What follows belongs to an exercise in optimizing a design on an open flow for small area, a short achievable clock period and few clock cycles per item; a production flow would make more cautious choices. At most, simulation tests tie the RTL to the original design; equivalence was not proved. Power and IR drop assume default switching activity.

==> inputs of exp/maple <==
==> flow/design.v (excerpt) <==
module ir_pulse_capture_replay #(
  parameter int SAMPLES = ipcr_pkg::SAMPLES_DEF,
  parameter int SLOTS = ipcr_pkg::SLOTS_DEF
) (
  input  logic        clk,
  input  logic        rst_n,
  input  logic        in_tvalid,
  output logic        in_tready,
  input  logic [7:0]  in_tdata,     
  input  logic [1:0]  in_tuser,     
  output logic        out_tvalid,
  input  logic        out_tready,
  output logic [15:0] out_tdata,    
  input  logic        cfg_wr_en,
  input  logic [14:0] cfg_wr_data
);
Settings: LEC_CHECK=0, CAP_MARGIN=20, CORE_MARGIN=2, CORE_UTILIZATION=65, CTS_BUF_LIST=sky130_fd_sc_hd__clkbuf_4 sky130_fd_sc_hd__clkbuf_8, PLACE_DENSITY=0.75, SETUP_SLACK_MARGIN=5, SLEW_MARGIN=20; clock period 10.0 ns.
run.sh (not shown) runs the stock make flow with config.mk's settings and CLKGATE_MAP_FILE= SYNTH_SCRIPT=/design/flow/synth_recipe.tcl, a recipe that flattens the netlist after the stock synthesis.
==> exp/ember: changes against exp/maple <==
--- a/flow/design.v
+++ b/flow/design.v
@@ -157,32 +157,25 @@
       .wsel  (wsel[s]),
       .wdata (flush_word),
       .taps  (taps[s])
     );
   end
-  logic [6:0]      win_d;
-  logic [6-SH:0]   pass_d;
   logic [SH-1:0]   pass_e;
+  logic [6-SH:0]   pass_hi;
   logic [TW-1:0]   pass_tap;
+  logic [14:0]     pass_word;
+  logic [6:0]      pass_d;
   logic            pass_wr;
   logic [WTW-1:0]  pass_wtap;
-  logic [14:0]     pass_word;
   logic [SH-1:0]   cur_e;
   logic [14:0]     cur_word;
-  logic [6:0]    wd_hold, wd_rep, wd_lrn;
-  logic [6-SH:0] pd_hold, pd_adv, pd_rep, pd_lrn;
-  assign wd_hold = win_d - 7'd1;
-  assign wd_rep = ~ring_t;
-  assign wd_lrn = ~ring_t - 7'(WN);
-  assign pd_hold = wd_hold[6:SH] + ((wd_hold[SH-1:0] != '0) ? 1'b1 : 1'b0);
-  assign pd_adv = win_d[6:SH] + ((win_d[SH-1:0] != '0) ? 1'b1 : 1'b0);
-  assign pd_rep = wd_rep[6:SH] + ((wd_rep[SH-1:0] != '0) ? 1'b1 : 1'b0);
-  assign pd_lrn = wd_lrn[6:SH] + ((wd_lrn[SH-1:0] != '0) ? 1'b1 : 1'b0);
   assign pass_e = ring_t[SH-1:0];
-  assign pass_tap = TW'(pass_d);
-  assign pass_wr = (pass_d[WSH-SH-1:0] == '0);
-  assign pass_wtap = WTW'(pass_d[6-SH:WSH-SH]);
+  assign pass_hi = win_lo[6:SH] + ((pass_e < win_lo[SH-1:0]) ? 1'b1 : 1'b0);
+  assign pass_tap = TW'(pass_hi - ring_t[6:SH]);
+  assign pass_d = {pass_hi - ring_t[6:SH], SH'(0)};
+  assign pass_wr = (pass_d[WSH-1:0] == '0);
+  assign pass_wtap = WTW'(pass_d[6:WSH]);
   assign flush_word = win_r[pass_e];
   assign cur_e = win_lo[SH-1:0];
   assign cur_word = win_r[cur_e];
   always_comb begin
     pass_word = '0;
@@ -219,11 +212,11 @@
                  (learn_wr && dirty_r[cur_e]) ||
                  (is_tick && mode_r == ipcr_pkg::MODE_REPLAY && awt_r) ||
                  (fetch && !vld_r[cur_e]);
   assign go = hd_valid && !o1_v && !stall;
   assign pf = mode_r == ipcr_pkg::MODE_REPLAY && awt_r && vld_r[cur_e] && !(go && is_start);
-  assign fetch_end = (idx_inc == fill_act) ||
+  assign fetch_end = idx_inc[7] || (idx_inc >= fill_act) ||
                      (idx_inc[0] && cur_word == ipcr_pkg::LOW_SAT);
   always_comb begin
     mode_nxt = mode_r;
     act_nxt = act_r;
     idx_nxt = idx_r;
@@ -355,18 +348,12 @@
   always_ff @(posedge clk) begin
     tick_r <= tick_nxt;
     awt_r <= awt_nxt;
     if (go && is_start) begin
       win_lo <= (h_func == ipcr_pkg::FUNC_LEARN) ? 7'(128 - WN) : 7'd0;
-      win_d <= (h_func == ipcr_pkg::FUNC_LEARN) ? wd_lrn : wd_rep;
-      pass_d <= (h_func == ipcr_pkg::FUNC_LEARN) ? pd_lrn : pd_rep;
     end else if (win_adv) begin
       win_lo <= win_lo + 7'd1;
-      pass_d <= pd_adv;
-    end else begin
-      win_d <= wd_hold;
-      pass_d <= pd_hold;
     end
     if (mode_r == ipcr_pkg::MODE_REPLAY) begin
       win_r[pass_e] <= pass_word;
     end
     if (go && learn_wr) begin
Settings changed: CORE_UTILIZATION 65 to 40, CTS_BUF_LIST sky130_fd_sc_hd__clkbuf_4 sky130_fd_sc_hd__clkbuf_8 to unset, PLACE_DENSITY 0.75 to unset.
==> exp/sierra: changes against exp/maple <==
Settings changed: CORE_UTILIZATION 65 to 40, CTS_BUF_LIST sky130_fd_sc_hd__clkbuf_4 sky130_fd_sc_hd__clkbuf_8 to unset, PLACE_DENSITY 0.75 to unset.
==> exp/juniper: changes against exp/maple <==
--- a/flow/design.v
+++ b/flow/design.v
@@ -182,18 +182,23 @@
   assign pass_wr = (pass_d[WSH-SH-1:0] == '0);
   assign pass_wtap = WTW'(pass_d[6-SH:WSH-SH]);
   assign flush_word = win_r[pass_e];
   assign cur_e = win_lo[SH-1:0];
   assign cur_word = win_r[cur_e];
+  logic [NT-1:0]   ptap_oh;
+  logic [2:0][14:0] slot_word;
   always_comb begin
+    for (int j = 0; j < NT; j++) begin
+      ptap_oh[j] = (pass_tap == TW'(j));
+    end
     pass_word = '0;
     for (int s = 0; s < 3; s++) begin
+      slot_word[s] = '0;
       for (int j = 0; j < NT; j++) begin
-        if (act_r == 2'(s) && pass_tap == TW'(j)) begin
-          pass_word = pass_word | taps[s][j*15 +: 15];
-        end
+        slot_word[s] = slot_word[s] | ({15{ptap_oh[j]}} & taps[s][j*15 +: 15]);
       end
+      pass_word = pass_word | ({15{act_r == 2'(s)}} & slot_word[s]);
     end
   end
   logic [7:0]  fill_act;
   logic [7:0]  idx_inc;
   logic        phase;
@@ -204,27 +209,32 @@
   logic        pf;
   logic        win_adv;
   logic        fetch_end;
   logic        res_car, res_done;
   logic        any_dirty;
+  logic        cur_vld_r, cur_dirty_r, any_dirty_r, tick1_r, last_r;
+  logic [SH-1:0] cur_e1;
+  logic        cap_now, flush_now;
   assign fill_act = fill_r[act_r];
   assign idx_inc = idx_r + 8'd1;
   assign phase = idx_r[0];
-  assign any_dirty = |dirty_r;
+  assign any_dirty = any_dirty_r;
+  assign cur_e1 = cur_e + 1'b1;
+  assign cap_now = (mode_r == ipcr_pkg::MODE_REPLAY);
+  assign flush_now = dirty_r[pass_e] && pass_wr;
   assign is_tick = (h_func == ipcr_pkg::FUNC_TICK);
   assign is_start = (h_func == ipcr_pkg::FUNC_LEARN || h_func == ipcr_pkg::FUNC_REPLAY) &&
                     (h_slot != 2'd3);
   assign learn_wr = is_tick && mode_r == ipcr_pkg::MODE_LEARN && !awt_r && (phase ? !h_lvl : h_lvl);
-  assign fetch = is_tick && mode_r == ipcr_pkg::MODE_REPLAY && tick_r == 15'd1;
+  assign fetch = is_tick && mode_r == ipcr_pkg::MODE_REPLAY && tick1_r;
   assign stall = (is_start && any_dirty) ||
-                 (learn_wr && dirty_r[cur_e]) ||
+                 (learn_wr && cur_dirty_r) ||
                  (is_tick && mode_r == ipcr_pkg::MODE_REPLAY && awt_r) ||
-                 (fetch && !vld_r[cur_e]);
+                 (fetch && !cur_vld_r);
   assign go = hd_valid && !o1_v && !stall;
-  assign pf = mode_r == ipcr_pkg::MODE_REPLAY && awt_r && vld_r[cur_e] && !(go && is_start);
-  assign fetch_end = (idx_inc == fill_act) ||
-                     (idx_inc[0] && cur_word == ipcr_pkg::LOW_SAT);
+  assign pf = mode_r == ipcr_pkg::MODE_REPLAY && awt_r && cur_vld_r && !(go && is_start);
+  assign fetch_end = last_r || (!phase && cur_word == ipcr_pkg::LOW_SAT);
   always_comb begin
     mode_nxt = mode_r;
     act_nxt = act_r;
     idx_nxt = idx_r;
     tick_nxt = tick_r;
@@ -293,15 +303,14 @@
         res_car = !phase;
         tick_nxt = tick_r - 15'd1;
         if (fetch) begin
           win_adv = 1'b1;
           idx_nxt = idx_inc;
+          tick_nxt = cur_word;
           if (fetch_end) begin
             mode_nxt = ipcr_pkg::MODE_IDLE;
             res_done = 1'b1;
-          end else begin
-            tick_nxt = cur_word;
           end
         end
       end
     end
   end
@@ -351,10 +360,42 @@
         vld_r <= '0;
       end
     end
   end
   always_ff @(posedge clk) begin
+    if (!rst_n) begin
+      any_dirty_r <= 1'b0;
+      cur_dirty_r <= 1'b0;
+    end else begin
+      any_dirty_r <= |(dirty_r & ~(WN'(flush_now) << pass_e)) || (go && learn_wr);
+      if (win_adv) begin
+        cur_dirty_r <= dirty_r[cur_e1] && !(flush_now && pass_e == cur_e1);
+      end else begin
+        cur_dirty_r <= dirty_r[cur_e] && !(flush_now && pass_e == cur_e);
+      end
+    end
+  end
+  always_ff @(posedge clk) begin
+    if (go && is_start) begin
+      cur_vld_r <= 1'b0;
+    end else if (win_adv) begin
+      cur_vld_r <= vld_r[cur_e1] || (cap_now && pass_e == cur_e1);
+    end else begin
+      cur_vld_r <= vld_r[cur_e] || (cap_now && pass_e == cur_e);
+    end
+    if (pf || (go && fetch)) begin
+      tick1_r <= (cur_word == 15'd1);
+    end else if (go && is_tick && mode_r == ipcr_pkg::MODE_REPLAY) begin
+      tick1_r <= (tick_r == 15'd2);
+    end
+    if (go && is_start) begin
+      last_r <= (fill_r[h_slot] == 8'd1);
+    end else if (go && fetch) begin
+      last_r <= (idx_r + 8'd2 == fill_act);
+    end
+  end
+  always_ff @(posedge clk) begin
     tick_r <= tick_nxt;
     awt_r <= awt_nxt;
     if (go && is_start) begin
       win_lo <= (h_func == ipcr_pkg::FUNC_LEARN) ? 7'(128 - WN) : 7'd0;
       win_d <= (h_func == ipcr_pkg::FUNC_LEARN) ? wd_lrn : wd_rep;
==> flow/flow/run.sh (new file) <==
#!/bin/bash
set -euo pipefail
bash standard.sh finish \
  "BUFFER_PORTS_ARGS=-buffer_cell sky130_fd_sc_hd__buf_4" \
  "SETUP_SLACK_MARGIN=6.6" > flow_make.log 2>&1
==> flow/standard.sh (new file) <==
#!/bin/bash
# synth_recipe.tcl (not shown) runs the flow's synth.tcl, then flattens the netlist and writes it again
# the make line also repeats each setting of config.mk as NAME=value (left out here)
make -C /OpenROAD-flow-scripts/flow DESIGN_CONFIG=/design/flow/config.mk WORK_HOME=/design/flow/orfs CLKGATE_MAP_FILE= SYNTH_SCRIPT=/design/flow/synth_recipe.tcl "${@:-finish}"
Settings changed: CORE_UTILIZATION 65 to 60, CTS_BUF_LIST sky130_fd_sc_hd__clkbuf_4 sky130_fd_sc_hd__clkbuf_8 to unset, CTS_CLUSTER_DIAMETER set to 70, CTS_CLUSTER_SIZE set to 30, PLACE_DENSITY 0.75 to 0.7, SETUP_SLACK_MARGIN 5 to unset.
removed: flow/run.sh
==> results.toml <==
[layout]
drive_above_1_share_pct = 12.0

[outcome]
status = "no timing/DRC/antenna violations"

[clocking]
clkTransAtPathRegs_ps = 60

[pwr]
p_per_area_nw_per_um2 = 283
Source of the figures above: exp/sierra

==> results.toml <==
[pwr]
p_per_area_nw_per_um2 = 283

[global_route]
overflow = 0

[clocking]
clkTransAtPathRegs_ps = 70

[drt]
drc = 0

[layout]
drive_above_1_share_pct = 17.4

[outcome]
status = "no timing/DRC/antenna violations"
Source of the figures above: exp/maple

==> results.toml <==
[outcome]
status = "no timing/DRC/antenna violations"

[logic_synthesis]
syn_area_per_cell_um2 = 15.9

[layout]
drive_above_1_share_pct = 14.5

[clocking]
clkTransAtPathRegs_ps = 60

[pwr]
p_per_area_nw_per_um2 = 285
intPower_w = 0.0366
Source of the figures above: exp/ember

==> results.toml <==
[clocking]
clkTransAtPathRegs_ps = 100

[layout]
instances_no_fill = 11800
multi_input_area_share_pct = 11.5
drive_above_1_share_pct = 11.6

[hold_path]
min_delay_path_depth = 0

[worst_setup_path]
cp.required_ps = 8000

[pwr]
p_per_area_nw_per_um2 = 255

[outcome]
status = "no timing/DRC/antenna violations"
Source of the figures above: exp/juniper

Testbench counts of exp/ember, summed over its fixed seeds: cycles 202,951, items 201,555.
Testbench counts of exp/juniper, summed over its fixed seeds: cycles 202,951, items 201,555.
The RTL of exp/maple and exp/sierra was laid out without a check of its function.


==> wip/zinc <==
RTL: one of the versions met above, not the one the previous note started from.
Settings: LEC_CHECK=0, CAP_MARGIN=20, CORE_MARGIN=2, CORE_UTILIZATION=60, CTS_CLUSTER_DIAMETER=70, CTS_CLUSTER_SIZE=30, PLACE_DENSITY=0.7, SETUP_SLACK_MARGIN=5, SLEW_MARGIN=20; clock period 10.0 ns.
Stock flow here: none of the scripts above is used.
==> inputs of wip/raven, as changes to wip/zinc <==
--- a/flow/design.v
+++ b/flow/design.v
@@ -6,16 +6,17 @@
   localparam logic [1:0] FUNC_TICK = 2'd0;
   localparam logic [1:0] FUNC_LEARN = 2'd1;
   localparam logic [1:0] FUNC_REPLAY = 2'd2;
   localparam logic [1:0] MODE_IDLE = 2'd0;
   localparam logic [1:0] MODE_LEARN = 2'd1;
   localparam logic [1:0] MODE_REPLAY = 2'd2;
   localparam int TAP_SH = 3;
   localparam int WTAP_SH = 5;
+  localparam int RTAP_SH = 4;
 endpackage
 module ipcr_ctrl (
   input  logic       clk,
   input  logic       rst_n,
   input  logic       in_valid,
   output logic       in_ready,
   input  logic [4:0] in_cmd,      
   input  logic       pop,
@@ -54,17 +55,17 @@
     end
     if (acc && hd_valid && (sd_valid || !pop)) begin
       sd_cmd <= in_cmd;
     end
   end
 endmodule
 module ipcr_dp #(
   parameter int SAMPLES = ipcr_pkg::SAMPLES_DEF,
-  parameter int TAP_SH = ipcr_pkg::TAP_SH,
+  parameter int TAP_SH = ipcr_pkg::RTAP_SH,
   parameter int WTAP_SH = ipcr_pkg::WTAP_SH
 ) (
   input  logic                          clk,
   input  logic [(SAMPLES>>WTAP_SH)-1:0] wsel,
   input  logic [14:0]                   wdata,
   output logic [(SAMPLES>>TAP_SH)*15-1:0] taps
 );
   localparam int NT = SAMPLES >> TAP_SH;
@@ -103,17 +104,18 @@
   output logic        out_tvalid,
   input  logic        out_tready,
   output logic [15:0] out_tdata,    
   input  logic        cfg_wr_en,
   input  logic [14:0] cfg_wr_data
 );
   localparam int SH = ipcr_pkg::TAP_SH;
   localparam int WN = 1 << SH;          
-  localparam int NT = 128 >> SH;        
+  localparam int RSH = ipcr_pkg::RTAP_SH;
+  localparam int NT = 128 >> RSH;       
   localparam int TW = (NT > 1) ? $clog2(NT) : 1;
   localparam int WSH = ipcr_pkg::WTAP_SH;
   localparam int NWT = 128 >> WSH;      
   localparam int WTW = (NWT > 1) ? $clog2(NWT) : 1;
   logic       hd_valid;
   logic [4:0] hd_cmd;
   logic       go;
   ipcr_ctrl u_in (
@@ -141,49 +143,51 @@
   logic [2:0][7:0] fill_r;
   logic [7:0]      fill_nxt;
   logic            fill_we;
   logic [6:0]      ring_t;
   logic [6:0]      win_lo;
   logic [WN-1:0][14:0] win_r;
   logic [WN-1:0]   dirty_r;             
   logic [WN-1:0]   vld_r;               
-  logic        o0_v, o1_v;
-  logic [10:0] o0_d, o1_d;
+  logic        o0_v;
+  logic        busy_r, done_r, car_r;
   logic [2:0][NWT-1:0]   wsel;
   logic [2:0][NT*15-1:0] taps;
   logic [14:0]           flush_word;
   for (genvar s = 0; s < 3; s++) begin : g_slot
-    ipcr_dp #(.SAMPLES(128), .TAP_SH(SH), .WTAP_SH(WSH)) u_ring (
+    ipcr_dp #(.SAMPLES(128), .TAP_SH(RSH), .WTAP_SH(WSH)) u_ring (
       .clk   (clk),
       .wsel  (wsel[s]),
       .wdata (flush_word),
       .taps  (taps[s])
     );
   end
   logic [6:0]      win_d;
   logic [6-SH:0]   pass_d;
   logic [SH-1:0]   pass_e;
   logic [TW-1:0]   pass_tap;
   logic            pass_wr;
+  logic            pass_rd;
   logic [WTW-1:0]  pass_wtap;
   logic [14:0]     pass_word;
   logic [SH-1:0]   cur_e;
   logic [14:0]     cur_word;
   logic [6:0]    wd_hold, wd_rep, wd_lrn;
   logic [6-SH:0] pd_hold, pd_adv, pd_rep, pd_lrn;
   assign wd_hold = win_d - 7'd1;
   assign wd_rep = ~ring_t;
   assign wd_lrn = ~ring_t - 7'(WN);
   assign pd_hold = wd_hold[6:SH] + ((wd_hold[SH-1:0] != '0) ? 1'b1 : 1'b0);
   assign pd_adv = win_d[6:SH] + ((win_d[SH-1:0] != '0) ? 1'b1 : 1'b0);
   assign pd_rep = wd_rep[6:SH] + ((wd_rep[SH-1:0] != '0) ? 1'b1 : 1'b0);
   assign pd_lrn = wd_lrn[6:SH] + ((wd_lrn[SH-1:0] != '0) ? 1'b1 : 1'b0);
   assign pass_e = ring_t[SH-1:0];
-  assign pass_tap = TW'(pass_d);
+  assign pass_tap = TW'(pass_d[6-SH:RSH-SH]);
+  assign pass_rd = (pass_d[RSH-SH-1:0] == '0);
   assign pass_wr = (pass_d[WSH-SH-1:0] == '0);
   assign pass_wtap = WTW'(pass_d[6-SH:WSH-SH]);
   assign flush_word = win_r[pass_e];
   assign cur_e = win_lo[SH-1:0];
   assign cur_word = win_r[cur_e];
   logic [NT-1:0]   ptap_oh;
   logic [2:0][14:0] slot_word;
   always_comb begin
@@ -209,33 +213,37 @@
   logic        pf;
   logic        win_adv;
   logic        fetch_end;
   logic        res_car, res_done;
   logic        any_dirty;
   logic        cur_vld_r, cur_dirty_r, any_dirty_r, tick1_r, last_r;
   logic [SH-1:0] cur_e1;
   logic        cap_now, flush_now;
+  logic        spec_r, arm, hit, start_reset;
   assign fill_act = fill_r[act_r];
   assign idx_inc = idx_r + 8'd1;
   assign phase = idx_r[0];
   assign any_dirty = any_dirty_r;
   assign cur_e1 = cur_e + 1'b1;
-  assign cap_now = (mode_r == ipcr_pkg::MODE_REPLAY);
+  assign cap_now = (mode_r == ipcr_pkg::MODE_REPLAY) || spec_r;
+  assign hit = spec_r && h_func == ipcr_pkg::FUNC_REPLAY && h_slot == act_r;
+  assign start_reset = go && is_start && !hit;
+  assign arm = mode_r == ipcr_pkg::MODE_IDLE && !any_dirty_r && !spec_r && !(go && is_start);
   assign flush_now = dirty_r[pass_e] && pass_wr;
   assign is_tick = (h_func == ipcr_pkg::FUNC_TICK);
   assign is_start = (h_func == ipcr_pkg::FUNC_LEARN || h_func == ipcr_pkg::FUNC_REPLAY) &&
                     (h_slot != 2'd3);
   assign learn_wr = is_tick && mode_r == ipcr_pkg::MODE_LEARN && !awt_r && (phase ? !h_lvl : h_lvl);
   assign fetch = is_tick && mode_r == ipcr_pkg::MODE_REPLAY && tick1_r;
   assign stall = (is_start && any_dirty) ||
                  (learn_wr && cur_dirty_r) ||
                  (is_tick && mode_r == ipcr_pkg::MODE_REPLAY && awt_r) ||
                  (fetch && !cur_vld_r);
-  assign go = hd_valid && !o1_v && !stall;
+  assign go = hd_valid && (!o0_v || out_tready) && !stall;
   assign pf = mode_r == ipcr_pkg::MODE_REPLAY && awt_r && cur_vld_r && !(go && is_start);
   assign fetch_end = last_r || (!phase && cur_word == ipcr_pkg::LOW_SAT);
   always_comb begin
     mode_nxt = mode_r;
     act_nxt = act_r;
     idx_nxt = idx_r;
     tick_nxt = tick_r;
     awt_nxt = awt_r;
@@ -258,16 +266,21 @@
         if (h_func == ipcr_pkg::FUNC_LEARN) begin
           mode_nxt = ipcr_pkg::MODE_LEARN;
         end else if (fill_r[h_slot] == 8'd0) begin
           mode_nxt = ipcr_pkg::MODE_IDLE;
           res_done = 1'b1;
         end else begin
           mode_nxt = ipcr_pkg::MODE_REPLAY;
         end
+        if (hit && cur_vld_r) begin
+          tick_nxt = cur_word;
+          awt_nxt = 1'b0;
+          win_adv = 1'b1;
+        end
       end else if (is_tick && mode_r == ipcr_pkg::MODE_LEARN) begin
         if (awt_r) begin
           if (!h_lvl) begin
             awt_nxt = 1'b0;
             tick_nxt = 15'd1;
           end
         end else if (learn_wr) begin
           win_adv = 1'b1;
@@ -325,16 +338,17 @@
     if (!rst_n) begin
       mode_r <= ipcr_pkg::MODE_IDLE;
       act_r <= 2'd0;
       idx_r <= 8'd0;
       tmo_r <= ipcr_pkg::TIMEOUT_RST;
       ring_t <= 7'd0;
       dirty_r <= '0;
       vld_r <= '0;
+      spec_r <= 1'b0;
       for (int s = 0; s < 3; s++) begin
         fill_r[s] <= 8'd0;
       end
     end else begin
       mode_r <= mode_nxt;
       act_r <= act_nxt;
       idx_r <= idx_nxt;
       ring_t <= ring_t + 7'd1;
@@ -345,100 +359,103 @@
         fill_r[act_r] <= fill_nxt;
       end
       if (dirty_r[pass_e] && pass_wr) begin
         dirty_r[pass_e] <= 1'b0;
       end
       if (go && learn_wr) begin
         dirty_r[cur_e] <= 1'b1;
       end
-      if (mode_r == ipcr_pkg::MODE_REPLAY) begin
+      if (cap_now && pass_rd) begin
         vld_r[pass_e] <= 1'b1;
       end
       if (win_adv) begin
         vld_r[cur_e] <= 1'b0;
       end
-      if (go && is_start) begin
+      if (start_reset || arm) begin
         vld_r <= '0;
       end
+      if (go && is_start) begin
+        spec_r <= 1'b0;
+      end else if (arm) begin
+        spec_r <= 1'b1;
+      end
     end
   end
   always_ff @(posedge clk) begin
     if (!rst_n) begin
       any_dirty_r <= 1'b0;
       cur_dirty_r <= 1'b0;
     end else begin
       any_dirty_r <= |(dirty_r & ~(WN'(flush_now) << pass_e)) || (go && learn_wr);
       if (win_adv) begin
         cur_dirty_r <= dirty_r[cur_e1] && !(flush_now && pass_e == cur_e1);
       end else begin
         cur_dirty_r <= dirty_r[cur_e] && !(flush_now && pass_e == cur_e);
       end
     end
   end
   always_ff @(posedge clk) begin
-    if (go && is_start) begin
+    if (start_reset || arm) begin
       cur_vld_r <= 1'b0;
     end else if (win_adv) begin
-      cur_vld_r <= vld_r[cur_e1] || (cap_now && pass_e == cur_e1);
+      cur_vld_r <= vld_r[cur_e1] || (cap_now && pass_rd && pass_e == cur_e1);
     end else begin
-      cur_vld_r <= vld_r[cur_e] || (cap_now && pass_e == cur_e);
+      cur_vld_r <= vld_r[cur_e] || (cap_now && pass_rd && pass_e == cur_e);
     end
-    if (pf || (go && fetch)) begin
+    if (pf || (go && fetch) || (go && hit && cur_vld_r)) begin
       tick1_r <= (cur_word == 15'd1);
     end else if (go && is_tick && mode_r == ipcr_pkg::MODE_REPLAY) begin
       tick1_r <= (tick_r == 15'd2);
     end
     if (go && is_start) begin
       last_r <= (fill_r[h_slot] == 8'd1);
     end else if (go && fetch) begin
       last_r <= (idx_r + 8'd2 == fill_act);
     end
   end
   always_ff @(posedge clk) begin
     tick_r <= tick_nxt;
     awt_r <= awt_nxt;
-    if (go && is_start) begin
+    if (start_reset) begin
       win_lo <= (h_func == ipcr_pkg::FUNC_LEARN) ? 7'(128 - WN) : 7'd0;
       win_d <= (h_func == ipcr_pkg::FUNC_LEARN) ? wd_lrn : wd_rep;
       pass_d <= (h_func == ipcr_pkg::FUNC_LEARN) ? pd_lrn : pd_rep;
+    end else if (arm) begin
+      win_lo <= 7'd0;
+      win_d <= wd_rep;
+      pass_d <= pd_rep;
     end else if (win_adv) begin
       win_lo <= win_lo + 7'd1;
       pass_d <= pd_adv;
     end else begin
       win_d <= wd_hold;
       pass_d <= pd_hold;
     end
-    if (mode_r == ipcr_pkg::MODE_REPLAY) begin
+    if (cap_now && pass_rd) begin
       win_r[pass_e] <= pass_word;
     end
     if (go && learn_wr) begin
       win_r[cur_e] <= tick_r;
     end
   end
-  logic [10:0] res;
-  logic        pop_o;
-  assign res = {idx_nxt, res_done, (mode_nxt != ipcr_pkg::MODE_IDLE), res_car};
+  logic pop_o;
   assign pop_o = o0_v && out_tready;
   always_ff @(posedge clk) begin
     if (!rst_n) begin
       o0_v <= 1'b0;
-      o1_v <= 1'b0;
+      busy_r <= 1'b0;
+      done_r <= 1'b0;
+      car_r <= 1'b0;
     end else begin
       if (!o0_v || pop_o) begin
-        o0_v <= o1_v || go;
-        o1_v <= 1'b0;
-      end else if (go) begin
-        o1_v <= 1'b1;
+        o0_v <= go;
+      end
+      if (go) begin
+        busy_r <= (mode_nxt != ipcr_pkg::MODE_IDLE);
+        done_r <= res_done;
+        car_r <= res_car;
       end
-    end
-  end
-  always_ff @(posedge clk) begin
-    if (!o0_v || pop_o) begin
-      o0_d <= o1_v ? o1_d : res;
-    end
-    if (go && o0_v && !pop_o) begin
-      o1_d <= res;
     end
   end
   assign out_tvalid = o0_v;
-  assign out_tdata = {5'b0, o0_d};
+  assign out_tdata = {5'b0, idx_r, done_r, busy_r, car_r};
 endmodule
==> flow/flow/run.sh (new file) <==
#!/bin/bash
set -euo pipefail
bash standard.sh finish \
  "BUFFER_PORTS_ARGS=-buffer_cell sky130_fd_sc_hd__buf_4" \
  "SETUP_SLACK_MARGIN=6.6" > flow_make.log 2>&1
==> flow/standard.sh (new file) <==
#!/bin/bash
# synth_recipe.tcl (not shown) runs the flow's synth.tcl, then flattens the netlist and writes it again
# the make line also repeats each setting of config.mk as NAME=value (left out here)
make -C /OpenROAD-flow-scripts/flow DESIGN_CONFIG=/design/flow/config.mk WORK_HOME=/design/flow/orfs CLKGATE_MAP_FILE= SYNTH_SCRIPT=/design/flow/synth_recipe.tcl "${@:-finish}"
--- a/flow/config.mk
+++ b/flow/config.mk
@@ -6,10 +6,9 @@
 export NUM_CORES = 4
 export LEC_CHECK = 0
 export CAP_MARGIN = 20
 export CORE_MARGIN = 2
 export CORE_UTILIZATION = 60
 export CTS_CLUSTER_DIAMETER = 70
 export CTS_CLUSTER_SIZE = 30
 export PLACE_DENSITY = 0.7
-export SETUP_SLACK_MARGIN = 5
 export SLEW_MARGIN = 20
removed: flow/run.sh
==> summary of the runs <==
- In wip/raven the setup slack is higher than in wip/zinc, by 1.5 ns.
- Utilization: wip/raven is higher than wip/zinc (0.21 points).
- Of wip/raven and wip/zinc, wip/zinc has the higher via count (gap about 7%, measured against wip/zinc).
- Hold slack: wip/raven is lower than wip/zinc (0.0059 ns).
- Flip-flop and latch count: wip/zinc is higher than wip/raven (19).
- Between wip/zinc and wip/raven, the lower area after synthesis is in wip/raven (gap about 2.5%, measured against wip/raven).
- Of wip/zinc and wip/raven, wip/zinc has the higher first-iteration DRC count (gap about 17%, measured against wip/raven).
- In wip/raven the clock skew is higher than in wip/zinc, by 0.0029 ns.
==> figures <==
	wip/zinc	wip/raven
Number of buffers created by CTS	229	230
Met1 Track Usage GR	33.28%	28.11%
Number of clock buffers in the layout	246	234
Synthesized area per cell	16.34 um^2	16.24 um^2
Highest routed layer	met5	met4
N_diodes	7	1
Unique masters post-synth	85	103
Power share of the combinational group	6.4%	6.5%
Status	complete, no violations	complete, no violations
Met3 global-route usage	3.605%	3.321%
Max frequency	203.0 MHz	288.6 MHz
Initial antenna violation count	17	7
Reg area	121100 um^2	120500 um^2
Critical Path RT	10.82 ns	8.00 ns
Area fraction in compound gates after synthesis	4.625%	4.056%
Met3 routed wirelength	15130 um	11340 um
Insertion delay of the later-clocked pin in the worst-skew pair	0.93 ns	0.91 ns
Filler Cells Inserted	15890	15330
Testbench counts of wip/zinc, summed over its fixed seeds: cycles 202,951, items 201,555.
Testbench counts of wip/raven, summed over its fixed seeds: cycles 202,650, items 201,555.

## static timing again, ports no longer ideal
Ports are ideal in the flow. The routed layouts listed here were re-timed in OpenROAD. Step 1: set_driving_cell puts a clkbuf_16 on clk and a buf_2 on each other input, an assumption about the parent block. Step 2, shift: input delay + t, output delay - t, t = (earliest + latest rising clock arrival at the registers) / 2. This alone moves slack from input paths to output paths. a / b / c = ideal ports / drivers / drivers and shift; a / b = the first two.
run	t (ns)	slack for setup (ns)	worst setup path after step 2	clock arrival spread, ns	slew at the worst register clock pin (ns)
exp/maple	1.238	5.220 / 5.220 / 5.220	register to register	0.146 / 0.146	0.08 / 0.08
exp/ember	1.095	4.905 / 4.905 / 4.905	register to register	0.095 / 0.095	0.07 / 0.07
exp/sierra	1.090	5.163 / 5.163 / 5.163	register to register	0.067 / 0.066	0.07 / 0.07
exp/juniper	0.996	6.512 / 6.434 / 6.287	input to register	0.053 / 0.053	0.11 / 0.11
wip/zinc	0.997	5.073 / 5.073 / 5.073	register to register	0.044 / 0.044	0.11 / 0.11
wip/raven	0.979	6.534 / 6.445 / 5.802	input to register	0.050 / 0.050	0.11 / 0.11
After both steps setup and hold are still met in every run listed. For wip/raven, which loses most, drivers alone change the setup slack by -0.089 ns; drivers and shift together by -0.732 ns.
